This design comes from an exercise in tuning for small area, a short achievable clock period and few clock cycles per item on the open sky130 flow, not from production work.
RTL that was checked went through simulation tests only; none was proved equivalent to the original.
Power is estimated from default activity; no workload was simulated.

Setup of run Z:
// hls_dot_kernel
module hls_dot_kernel (
  input  logic        clk,
  input  logic        reset,
  input  logic        start,
  input  logic [3:0]  len,
  input  logic        wr_en,
  input  logic        wr_sel,
  input  logic [2:0]  wr_addr,
  input  logic [31:0] wr_data,
  output logic        busy,
  output logic        finished,
  output logic [31:0] return_val
);
For scale: about 2,700 cells after synthesis, roughly 770 flip-flops, roughly 78 I/O pins.
Settings: LEC_CHECK=0, CAP_MARGIN=20, CORE_MARGIN=2, CORE_UTILIZATION=40, SETUP_SLACK_MARGIN=5, SLEW_MARGIN=20; clock period 8.0 ns.
run.sh (not shown) runs the stock make flow with config.mk's settings and CLKGATE_MAP_FILE= SYNTH_SCRIPT=/design/flow/synth_recipe.tcl, a recipe that flattens the netlist after the stock synthesis.
Run Z reached the final stage; the timing, design-rule and antenna checks on its layout passed.
Here is what was changed in the inputs of run H compared with run Z.
Settings: a deleted SETUP_SLACK_MARGIN that had been 5.
--- outcome ---
Run H vs. run Z: critical path depth fell 2, number of cells upsized or downsized after cts fell 456, fraction of area in multi-input gates rose 0.42 points, met1 usage fell 1.6 points. | wire length the detailed router placed on met1 | lower: run H |. From run Z to run H the numbers moved as follows: number of port buffers held; worst setup slack went down 1.62 ns. Compared with run Z, in run H data required time of the worst path now sits at about the same level; total met3 wirelength after detailed routing went down by about 14%.
Function was not checked in any run of this note: the RTL went through the layout flow alone.

* * *

run 1:
Another version of the RTL of hls_dot_kernel (not shown whole).
For scale: ~2800 cells after synthesis, ~770 flip-flops, ~78 I/O pins, about 39000 um^2 of cells after synthesis.
Settings: LEC_CHECK=0, CAP_MARGIN=20, CORE_MARGIN=2, CORE_UTILIZATION=40, SETUP_SLACK_MARGIN=4.6, SLEW_MARGIN=20; clock period 8.0 ns.
Testbench counts of run 1, summed over its fixed seeds: cycles 4,726, items 384.
Input changes introduced in run 2 (baseline for comparison: run 1):
==> flow/flow/run.sh (new file) <==
#!/bin/bash
# The standard layout (standard.sh) with two changes: buffer_ports buffers
# the ports with buf_4 cells instead of the delay buffer it picks by itself,
# and synthesis leaves full and half adders to abc (no ADDER_MAP_FILE) instead
# of mapping them to the slow fa/ha cells. Registers are untouched. make's
# whole output goes to flow_make.log; ORFS keeps each step's log in orfs/logs/.
set -euo pipefail
bash standard.sh "BUFFER_PORTS_ARGS=-buffer_cell sky130_fd_sc_hd__buf_4" "ADDER_MAP_FILE=" finish > flow_make.log 2>&1
==> flow/standard.sh (new file) <==
#!/bin/bash
# synth_recipe.tcl (not shown) runs the flow's synth.tcl, then flattens the netlist and writes it again
# the make line also repeats each setting of config.mk as NAME=value (left out here)
make -C /OpenROAD-flow-scripts/flow DESIGN_CONFIG=/design/flow/config.mk WORK_HOME=/design/flow/orfs CLKGATE_MAP_FILE= SYNTH_SCRIPT=/design/flow/synth_recipe.tcl "${@:-finish}"
removed: flow/run.sh
### Flow results
- Higher die extent in x goes to run 2 over run 1.
- Run 2 vs run 1: maximum single-stage delay on the critical path down
- The power density over the cells in run 1 is 0.921 times that in run 2.
- Per the comparison of run 2 with run 1, die area went up; total power went up; overall track demand over capacity in global routing went down; global-route wire length before repair went down; fmax went down.
- Having completed the whole flow, run 2 delivered a layout that passed the timing, design-rule and antenna checks.
- The post-route standard cell area excluding fillers in run 2 was lower than what run 1 gave.
- Relative to run 1, the met2 wirelength from detailed routing measured on run 2 has decreased by a little under 10%.
- Compared with run 1, run 2 shows a higher xor/xnor cell area share of the yosys netlist.
For run 3, these inputs were changed with respect to run 2:
# run 2
export LEC_CHECK = 0
export CAP_MARGIN = 20
export CORE_MARGIN = 2
export CORE_UTILIZATION = 40
export SETUP_SLACK_MARGIN = 4.6
export SLEW_MARGIN = 20
create_clock -name core_clock -period 8.0 [get_ports {clk}]
# run 3
export LEC_CHECK = 0
export CAP_MARGIN = 20
export CORE_MARGIN = 2
export CORE_UTILIZATION = 40
export CTS_BUF_LIST = sky130_fd_sc_hd__clkbuf_8 sky130_fd_sc_hd__clkbuf_16
export CTS_CLUSTER_SIZE = 30
export SETUP_SLACK_MARGIN = 4.6
export SLEW_MARGIN = 20
create_clock -name core_clock -period 8.0 [get_ports {clk}]
==> flow/flow/run.sh <==
#!/bin/bash
# The standard layout (the standard.sh, synthesis unchanged), except that
# buffer_ports buffers the ports with buf_4 cells instead of the delay buffer
# it picks by itself. make's whole output goes to flow_make.log; ORFS keeps
# each step's log under orfs/logs/.
set -euo pipefail
bash standard.sh "BUFFER_PORTS_ARGS=-buffer_cell sky130_fd_sc_hd__buf_4" finish > flow_make.log 2>&1
Findings:
- Run 2: done, clean on timing, DRC and antenna
- Per the final summary, run 3 finished and its layout is clean on timing, DRC and antenna.
- Taking run 2 as the reference point, the final critical-path share of the clock period of run 3 falls by 13 points.
- Diff run 2 -> run 3: inverter count rose by 177; slew at the pin closest to its max-slew limit decreased by 0.20 ns relative to the old numbers; standby leakage power rose 1.2 nW.
- Run 2 -> run 3: placement row count decreased slightly
- Summary of the comparison: final period demand of the worst path is lower in run 3, relative to run 2.
- Compound-gate portion of the synthesized area came out lower on run 3 than on run 2.
- For run 2, the most common cell after layout, fill and taps aside was sky130_fd_sc_hd__xnor2_1, unlike run 3, where it was sky130_fd_sc_hd__edfxtp_1.
## Diff of input files: run 4 against run 3
# run 3
export LEC_CHECK = 0
export CAP_MARGIN = 20
export CORE_MARGIN = 2
export CORE_UTILIZATION = 40
export CTS_BUF_LIST = sky130_fd_sc_hd__clkbuf_8 sky130_fd_sc_hd__clkbuf_16
export CTS_CLUSTER_SIZE = 30
export SETUP_SLACK_MARGIN = 4.6
export SLEW_MARGIN = 20
create_clock -name core_clock -period 8.0 [get_ports {clk}]
# run 4
export LEC_CHECK = 0
export CAP_MARGIN = 20
export CORE_MARGIN = 2
export CORE_UTILIZATION = 40
export SETUP_SLACK_MARGIN = 4.6
export SLEW_MARGIN = 20
create_clock -name core_clock -period 8.0 [get_ports {clk}]
Looking at the reports, run 4 completed the entire flow and the layout it produced met the timing, design-rule and antenna checks.
The total power after layout was comparable across run 4 and run 3.
The final routed wirelength across all metal layers on run 4 is in line with that on run 3.
Largest clock skew in the final design essentially unchanged between run 4 and run 3.
Run 3 and run 4 ended up with roughly the same routing usage on met1.
| end-of-flow core utilization | run 4 vs run 3 | ≈ equal |
In run 4, the post-layout worst setup margin came out 0.0034 ns above the value in run 3.

static timing again, ports no longer ideal:
The flow's constraints put no driver on any port. The routed layouts listed below were extracted and timed again, unchanged, in two steps.
Step 1 assumes that a clkbuf_16 drives the clock port and a buf_2 every other input.
Step 2 also shifts input and output timing later by t, the mid clock arrival at the registers, as if the neighbouring blocks saw the same clock.
Three values: ideal, step 1, step 2; two values: the first two.
| run | t, ns | setup slack, ns | latest minus earliest clock arrival (ns) | worst register clock-pin slew, ns | cell pins on the clock port's net |
|---|---|---|---|---|---|
| run Z | 0.728 | 4.373 / 4.390 / 3.664 | 0.029 / 0.029 | 0.07 / 0.07 | 1 |
| run H | 0.708 | 2.755 / 2.799 / 2.092 | 0.031 / 0.031 | 0.06 / 0.06 | 1 |
| run 1 | 0.710 | 4.464 / 4.464 / 4.050 | 0.059 / 0.059 | 0.07 / 0.07 | 1 |
| run 2 | 0.714 | 3.434 / 3.434 / 3.434 | 0.032 / 0.032 | 0.07 / 0.07 | 1 |
| run 3 | 0.708 | 4.439 / 4.439 / 3.984 | 0.056 / 0.055 | 0.07 / 0.07 | 1 |
| run 4 | 0.706 | 4.443 / 4.443 / 3.981 | 0.055 / 0.055 | 0.06 / 0.06 | 1 |
After both steps setup and hold are still met in every run listed. The setup slack of run Z, which loses most, moves by +0.017 ns with the drivers and by -0.709 ns with both steps.
